Context: an optimization exercise on an open-source flow, tuned for small area, a short achievable clock period and few clock cycles per item. The choices shown serve that exercise and are no tape-out recipe. The RTL was checked by simulation tests, not by an equivalence proof against the original design.

==> run a <==
## gyro_angle_kalman_filter
module gyro_angle_kalman_filter (
    input  logic                 i_clk,
    input  logic                 i_rst_n,
    input  logic                 i_in_valid,
    output logic                 o_in_stall,
    input  logic [89:0]          i_in_word,
    output logic                 o_out_valid,
    input  logic                 i_out_stall,
    output logic [64:0]          o_out_word,
    input  logic                 i_cfg_valid,
    output logic                 o_cfg_ready,
    input  logic [1:0]           i_cfg_index,
    input  logic [30:0]          i_cfg_data
);
clock: 12.5 ns
lec_check: 0
cap_margin: 20
core_margin: 2
core_utilization: 55
setup_slack_margin: 5
slew_margin: 20
run.sh (not shown) runs the stock make flow with config.mk's settings and CLKGATE_MAP_FILE= SYNTH_SCRIPT=/design/flow/synth_recipe.tcl, a recipe that flattens the netlist after the stock synthesis.
==> run b: changes against run a <==
--- a/flow/design.v
+++ b/flow/design.v
@@ -65,33 +65,32 @@
     t_state r_st;
     logic [3:0] r_cnt;
     logic [2:0] r_pi;
     logic signed [31:0] r_angle, r_bias, r_ab, r_ba, r_bb;
     logic signed [33:0] r_aa;      
     logic [30:0]        r_apn, r_bpn, r_mn;
     logic               r_op;
+    logic signed [31:0] r_src;
     logic [31:0] r_d;
     logic [33:0] r_d3;                  
     logic [31:0] r_rem0, r_rem1;
     logic [32:0] r_q0, r_q1;            
     logic        r_neg0, r_neg1;
     logic        r_sneg0, r_sneg1, r_sfz;    
     logic signed [32:0] r_x;
     logic [16:0]        r_bone, r_btwo, r_bneg;    
     logic               r_yneg;                    
     logic signed [41:0] r_t;
     logic               r_wv;
     t_wop               r_wop;
     logic               r_wneg;    
     logic r_out_valid, r_fault;
-    logic w_last, w_ready, w_take, w_wcomp, w_frz;
+    logic w_last, w_ready, w_wcomp, w_frz;
     assign w_last  = r_op ? (r_pi == 3'd5) : (r_pi == 3'd4);
     assign w_ready = (r_st == S_IDLE) || (r_st == S_MUL && w_last);
-    assign w_take  = (r_st == S_MUL && (r_op ? (r_pi == 3'd4) : (r_pi == 3'd3))) ||
-                     (r_st == S_FAULT);
     assign w_wcomp = r_wv && (r_wop == W_APRED || r_wop == W_AUPD || r_wop == W_FLT ||
                               r_wop == W_BUPD);
     assign w_frz   = w_wcomp && r_out_valid && i_out_stall;
     logic [31:0] w_k0, w_k1;
     assign w_k0 = (r_q0[32] || r_q0[31]) ? {r_neg0, {31{!r_neg0}}} : {1'b0, r_q0[30:0]};
     assign w_k1 = (r_q1[32] || r_q1[31]) ? {r_neg1, {31{!r_neg1}}} : {1'b0, r_q1[30:0]};
     function automatic logic [64:0] dstep(input logic [31:0] rem, input logic [32:0] q,
@@ -184,16 +183,15 @@
     logic               w_nyk;     
     logic signed [32:0] w_xsum;
     logic               w_xsel;
     logic [32:0]        w_xa, w_xb;
     logic [33:0]        w_xs;
     assign w_npi  = r_pi + 3'd1;
     assign w_xsel = !r_op && (w_npi == 3'd2);
-    assign w_xa   = w_xsel ? 33'(r_ba) :
-                    33'(signed'(r_op ? i_in_word[31:0] : i_in_word[88:57]));
+    assign w_xa   = w_xsel ? 33'(r_ba) : 33'(r_src);
     assign w_xb   = w_xsel ? 33'(r_ab) : ~(33'(r_op ? r_angle : r_bias));
     assign w_xs   = {w_xa, 1'b1} + {w_xb, !w_xsel};
     assign w_xsum = w_xs[33:1];
     always_comb begin
         w_nx = 33'(w_k0);
         w_ny = w_xsum;
         w_nyk = r_op;
@@ -373,14 +371,15 @@
                         end
                         if (w_last) r_st <= S_IDLE;
                     end
                     default: ;
                 endcase
                 if (w_ready) begin
                     r_op   <= i_in_word[89];
+                    r_src  <= i_in_word[89] ? i_in_word[31:0] : i_in_word[88:57];
                     r_x    <= 33'(signed'({1'b0, r_apn}));
                     {r_bone, r_btwo, r_bneg} <= {w_bone, w_btwo, w_bneg};
                     r_yneg <= 1'b0;
                     r_pi   <= '0;
                     if (r_st == S_MUL && r_op) begin
                         r_neg0 <= r_sneg0;
                         r_neg1 <= r_sneg1;
@@ -400,12 +399,12 @@
                         else if ((r_st == S_MUL && r_op) ? r_sfz : w_fz) r_st <= S_FAULT;
                         else                                     r_st <= S_DIV;
                     end
                 end
             end
         end
     end
-    assign o_in_stall  = !(w_take && !w_frz);
+    assign o_in_stall  = !w_ready;
     assign o_out_valid = r_out_valid;
     assign o_out_word  = {r_angle, r_bias, r_fault};
     assign o_cfg_ready = 1'b1;
 endmodule
==> flow/config.mk (replaced) <==
export PLATFORM = sky130hd
export DESIGN_NAME = gyro_angle_kalman_filter
export DESIGN_NICKNAME = gyro_angle_kalman_filter
export VERILOG_FILES = /design/flow/design.v
export SDC_FILE = /design/flow/constraint.sdc
export NUM_CORES = 4
export LEC_CHECK = 0
export CAP_MARGIN = 20
export CORE_MARGIN = 2
export CORE_UTILIZATION = 40
export SETUP_SLACK_MARGIN = 5
export SLEW_MARGIN = 20
==> run c: changes against run a <==
--- a/flow/design.v
+++ b/flow/design.v
@@ -65,92 +65,76 @@
     t_state r_st;
     logic [3:0] r_cnt;
     logic [2:0] r_pi;
     logic signed [31:0] r_angle, r_bias, r_ab, r_ba, r_bb;
     logic signed [33:0] r_aa;      
     logic [30:0]        r_apn, r_bpn, r_mn;
     logic               r_op;
+    logic signed [31:0] r_src;
     logic [31:0] r_d;
-    logic [33:0] r_d3;                  
-    logic [31:0] r_rem0, r_rem1;
-    logic [32:0] r_q0, r_q1;            
+    logic [31:0] r_rem0, r_rem1, r_q0, r_q1;
     logic        r_neg0, r_neg1;
     logic        r_sneg0, r_sneg1, r_sfz;    
     logic signed [32:0] r_x;
     logic [16:0]        r_bone, r_btwo, r_bneg;    
     logic               r_yneg;                    
     logic signed [41:0] r_t;
     logic               r_wv;
     t_wop               r_wop;
     logic               r_wneg;    
     logic r_out_valid, r_fault;
-    logic w_last, w_ready, w_take, w_wcomp, w_frz;
+    logic w_last, w_ready, w_wcomp, w_frz;
     assign w_last  = r_op ? (r_pi == 3'd5) : (r_pi == 3'd4);
     assign w_ready = (r_st == S_IDLE) || (r_st == S_MUL && w_last);
-    assign w_take  = (r_st == S_MUL && (r_op ? (r_pi == 3'd4) : (r_pi == 3'd3))) ||
-                     (r_st == S_FAULT);
     assign w_wcomp = r_wv && (r_wop == W_APRED || r_wop == W_AUPD || r_wop == W_FLT ||
                               r_wop == W_BUPD);
     assign w_frz   = w_wcomp && r_out_valid && i_out_stall;
     logic [31:0] w_k0, w_k1;
-    assign w_k0 = (r_q0[32] || r_q0[31]) ? {r_neg0, {31{!r_neg0}}} : {1'b0, r_q0[30:0]};
-    assign w_k1 = (r_q1[32] || r_q1[31]) ? {r_neg1, {31{!r_neg1}}} : {1'b0, r_q1[30:0]};
-    function automatic logic [64:0] dstep(input logic [31:0] rem, input logic [32:0] q,
-                                          input logic [31:0] d, input logic [33:0] d3);
-        logic [33:0] u;
-        logic [34:0] t1, t2, t3;
-        logic [31:0] r4;
-        logic [1:0]  dg;
+    assign w_k0 = r_q0[31] ? {r_neg0, {31{!r_neg0}}} : {1'b0, r_q0[30:0]};
+    assign w_k1 = r_q1[31] ? {r_neg1, {31{!r_neg1}}} : {1'b0, r_q1[30:0]};
+    function automatic logic [63:0] dstep(input logic [31:0] rem, input logic [31:0] q,
+                                          input logic [31:0] d);
         logic [32:0] r2;
         logic [33:0] df;
         logic        qb;
-        u  = {rem, q[32], q[31]};
-        t1 = {1'b0, u} - {3'b0, d};
-        t2 = {1'b0, u} - {2'b0, d, 1'b0};
-        t3 = {1'b0, u} - {1'b0, d3};
-        if (!t3[34])      begin dg = 2'd3; r4 = t3[31:0]; end
-        else if (!t2[34]) begin dg = 2'd2; r4 = t2[31:0]; end
-        else if (!t1[34]) begin dg = 2'd1; r4 = t1[31:0]; end
-        else              begin dg = 2'd0; r4 = u[31:0];  end
-        r2 = {r4, q[30]};
+        r2 = {rem, q[31]};
         df = {1'b0, r2} - {2'b0, d};
         qb = !df[33];
-        dstep = {qb ? df[31:0] : r2[31:0], q[29:0], dg, qb};
+        dstep = {qb ? df[31:0] : r2[31:0], q[30:0], qb};
     endfunction
-    logic [64:0] w_s0b, w_s1b;
-    assign w_s0b = dstep(r_rem0, r_q0, r_d, r_d3);
-    assign w_s1b = dstep(r_rem1, r_q1, r_d, r_d3);
+    logic [63:0] w_s0a, w_s0b, w_s1a, w_s1b;
+    assign w_s0a = dstep(r_rem0, r_q0, r_d);
+    assign w_s0b = dstep(w_s0a[63:32], w_s0a[31:0], r_d);
+    assign w_s1a = dstep(r_rem1, r_q1, r_d);
+    assign w_s1b = dstep(w_s1a[63:32], w_s1a[31:0], r_d);
     logic [31:0] w_k1n;
-    assign w_k1n = (w_s1b[32] || w_s1b[31]) ? {r_neg1, {31{!r_neg1}}} : {1'b0, w_s1b[30:0]};
+    assign w_k1n = w_s1b[31] ? {r_neg1, {31{!r_neg1}}} : {1'b0, w_s1b[30:0]};
     logic signed [33:0] w_s;
     logic [31:0] w_dmag, w_n0, w_n1;
     logic        w_fz, w_sk12;
-    logic [31:0] w_rem0i, w_rem1i;
-    logic [32:0] w_q0i, w_q1i;
-    logic [33:0] w_d3;
+    logic [31:0] w_rem0i, w_rem1i, w_q0i, w_q1i;
     logic [3:0]  w_cnti;
     assign w_s    = 34'(signed'(r_aa[31:0])) + 34'(signed'({1'b0, r_mn}));
     assign w_dmag = w_s[33] ? 32'(-w_s) : w_s[31:0];
     assign w_n0   = r_aa[31] ? 32'(-r_aa[31:0]) : r_aa[31:0];
     assign w_n1   = r_ba[31] ? 32'(-r_ba) : r_ba;
     assign w_fz   = (w_s == '0);
-    assign w_d3   = 34'(w_dmag) + {1'b0, w_dmag, 1'b0};
-    assign w_sk12 = !w_s[33] && ({1'b0, w_n0, 3'b0} < {3'b0, w_s[32:0]}) &&
-                    ({1'b0, w_n1, 3'b0} < {3'b0, w_s[32:0]});
+    assign w_sk12 = !w_s[33] && ({w_n0, 4'b0} < {3'b0, w_s[32:0]}) &&
+                    ({w_n1, 4'b0} < {3'b0, w_s[32:0]});
     always_comb begin
         if (w_sk12) begin
-            w_rem0i = {w_n0[28:0], 3'b0};
-            w_rem1i = {w_n1[28:0], 3'b0};
+            w_rem0i = {w_n0[27:0], 4'b0};
+            w_rem1i = {w_n1[27:0], 4'b0};
             w_q0i = '0; w_q1i = '0;
-            w_cnti = 4'd4;
+            w_cnti = 4'd6;
         end else begin
-            w_rem0i = {9'b0, w_n0[31:9]};
-            w_rem1i = {9'b0, w_n1[31:9]};
-            w_q0i = {w_n0[8:0], 24'b0};
-            w_q1i = {w_n1[8:0], 24'b0};
+            w_rem0i = {8'b0, w_n0[31:8]};
+            w_rem1i = {8'b0, w_n1[31:8]};
+            w_q0i = {w_n0[7:0], 24'b0};
+            w_q1i = {w_n1[7:0], 24'b0};
             w_cnti = 4'd0;
         end
     end
     logic [32:0] w_ysrc;
     logic [34:0] w_yz;
     logic [16:0] w_bone, w_btwo, w_bneg;
     assign w_yz = {w_ysrc[32], w_ysrc, 1'b0};
@@ -184,16 +168,15 @@
     logic               w_nyk;     
     logic signed [32:0] w_xsum;
     logic               w_xsel;
     logic [32:0]        w_xa, w_xb;
     logic [33:0]        w_xs;
     assign w_npi  = r_pi + 3'd1;
     assign w_xsel = !r_op && (w_npi == 3'd2);
-    assign w_xa   = w_xsel ? 33'(r_ba) :
-                    33'(signed'(r_op ? i_in_word[31:0] : i_in_word[88:57]));
+    assign w_xa   = w_xsel ? 33'(r_ba) : 33'(r_src);
     assign w_xb   = w_xsel ? 33'(r_ab) : ~(33'(r_op ? r_angle : r_bias));
     assign w_xs   = {w_xa, 1'b1} + {w_xb, !w_xsel};
     assign w_xsum = w_xs[33:1];
     always_comb begin
         w_nx = 33'(w_k0);
         w_ny = w_xsum;
         w_nyk = r_op;
@@ -321,48 +304,47 @@
                         r_out_valid <= 1'b1;
                     end
                 endcase
             end
             if (!w_frz || w_ready) begin
                 case (r_st)
                     S_DIV: begin
-                        r_rem0 <= w_s0b[64:33];
-                        r_q0   <= w_s0b[32:0];
-                        r_rem1 <= w_s1b[64:33];
-                        r_q1   <= w_s1b[32:0];
+                        r_rem0 <= w_s0b[63:32];
+                        r_q0   <= w_s0b[31:0];
+                        r_rem1 <= w_s1b[63:32];
+                        r_q1   <= w_s1b[31:0];
                         r_cnt  <= r_cnt + 4'd1;
                         r_x  <= 33'(w_k1n);
                         {r_bone, r_btwo, r_bneg} <= {w_bone, w_btwo, w_bneg};
                         r_yneg <= r_aa[31];
                         r_pi <= '0;
-                        if (r_cnt == 4'd10) r_st <= S_MUL;
+                        if (r_cnt == 4'd15) r_st <= S_MUL;
                     end
                     S_FAULT: begin
                         r_wv  <= 1'b1;
                         r_wop <= W_FLT;
                         r_st  <= S_IDLE;
                     end
                     S_MUL: begin
                         if (r_op && r_pi == 3'd4) begin
                             r_d     <= w_dmag;
-                            r_d3    <= w_d3;
                             r_sneg0 <= r_aa[31] ^ w_s[33];
                             r_sneg1 <= r_ba[31] ^ w_s[33];
                             r_sfz   <= w_fz;
                             r_rem0  <= w_rem0i;
                             r_q0    <= w_q0i;
                             r_rem1  <= w_rem1i;
                             r_q1    <= w_q1i;
                             r_cnt   <= w_cnti;
                         end
                         if (r_op && r_pi == 3'd5) begin
-                            r_rem0 <= w_s0b[64:33];
-                            r_q0   <= w_s0b[32:0];
-                            r_rem1 <= w_s1b[64:33];
-                            r_q1   <= w_s1b[32:0];
+                            r_rem0 <= w_s0b[63:32];
+                            r_q0   <= w_s0b[31:0];
+                            r_rem1 <= w_s1b[63:32];
+                            r_q1   <= w_s1b[31:0];
                             r_cnt  <= r_cnt + 4'd1;
                         end
                         r_t    <= w_ms[65:24];
                         r_wv   <= 1'b1;
                         r_wop  <= w_wop;
                         r_wneg <= w_wneg;
                         r_pi   <= w_npi;
@@ -373,24 +355,24 @@
                         end
                         if (w_last) r_st <= S_IDLE;
                     end
                     default: ;
                 endcase
                 if (w_ready) begin
                     r_op   <= i_in_word[89];
+                    r_src  <= i_in_word[89] ? i_in_word[31:0] : i_in_word[88:57];
                     r_x    <= 33'(signed'({1'b0, r_apn}));
                     {r_bone, r_btwo, r_bneg} <= {w_bone, w_btwo, w_bneg};
                     r_yneg <= 1'b0;
                     r_pi   <= '0;
                     if (r_st == S_MUL && r_op) begin
                         r_neg0 <= r_sneg0;
                         r_neg1 <= r_sneg1;
                     end else begin
                         r_d    <= w_dmag;
-                        r_d3   <= w_d3;
                         r_neg0 <= r_aa[31] ^ w_s[33];
                         r_neg1 <= r_ba[31] ^ w_s[33];
                         r_rem0 <= w_rem0i;
                         r_q0   <= w_q0i;
                         r_rem1 <= w_rem1i;
                         r_q1   <= w_q1i;
                         r_cnt  <= w_cnti;
@@ -400,12 +382,12 @@
                         else if ((r_st == S_MUL && r_op) ? r_sfz : w_fz) r_st <= S_FAULT;
                         else                                     r_st <= S_DIV;
                     end
                 end
             end
         end
     end
-    assign o_in_stall  = !(w_take && !w_frz);
+    assign o_in_stall  = !w_ready;
     assign o_out_valid = r_out_valid;
     assign o_out_word  = {r_angle, r_bias, r_fault};
     assign o_cfg_ready = 1'b1;
 endmodule
==> results.txt <==
Status: run c finished clean; run a finished clean; run b finished clean
Buffer and inverter count on the worst path: run c 4; run a 2; run b 3
Synthesis-to-layout area growth: run c 9.366%; run a 10.68%; run b 12.86%
Sink Count: run c 629; run a 633; run b 665
Instance count on the critical path: run c 20; run a 17; run b 19
Postcts setup bufs: run c 26; run a 65; run b 48
Horiz. Die Dim: run c 376.2 um; run a 398.2 um; run b 467.6 um
Adder and majority cell fraction of the synthesized area: run c 0.2241; run a 0.2249; run b 0.2241
Global router's overall resource usage: run c 0.4556; run a 0.4874; run b 0.3430
Non-clock buffer area fraction after layout: run c 0.05362; run a 0.05734; run b 0.06177
Peak Freq: run c 0.1341 GHz; run a 0.1328 GHz; run b 0.1336 GHz
Final std cells w/o fill: run c 10.71k; run a 12.50k; run b 13.18k
Post-detail-place hpwl: run c 234900 um; run a 290200 um; run b 277900 um
Testbench counts of run a, summed over its fixed seeds: cycles 26,434, items 3,200.
Testbench counts of run b, summed over its fixed seeds: cycles 26,434, items 3,200.
Testbench counts of run c, summed over its fixed seeds: cycles 31,051, items 3,200.

==> what the ideal ports hide <==
No port has a modelled driver above. Below, the same layouts with a new extraction and two added sets of constraints.
Step 1 sets driving cells, clkbuf_16 on the clock port and buf_2 on the other inputs (assumed; they add their load-dependent delay and slew).
Step 2 adds t to the input delays and takes it off the output delays; t is the mean of the earliest and latest rising clock arrival at the registers after step 1. Input paths then give back, and output paths get back, about the clock's delay inside the block.
a / b / c = no drivers / after step 1 / after step 2; a / b = the first two.
run | shift t [ns] | setup slack, ns | latest minus earliest clock arrival (ns) | pins driven straight from the clock port
run a | 0.805 | 4.967 / 5.033 / 4.233 | 0.073 / 0.072 | 1
run b | 0.809 | 5.017 / 5.017 / 5.017 | 0.048 / 0.048 | 1
run c | 0.788 | 5.043 / 5.043 / 5.043 | 0.061 / 0.061 | 1
After both steps setup and hold are still met in every run listed. For run a, which loses most, drivers alone change the setup slack by +0.066 ns; drivers and shift together by -0.734 ns.
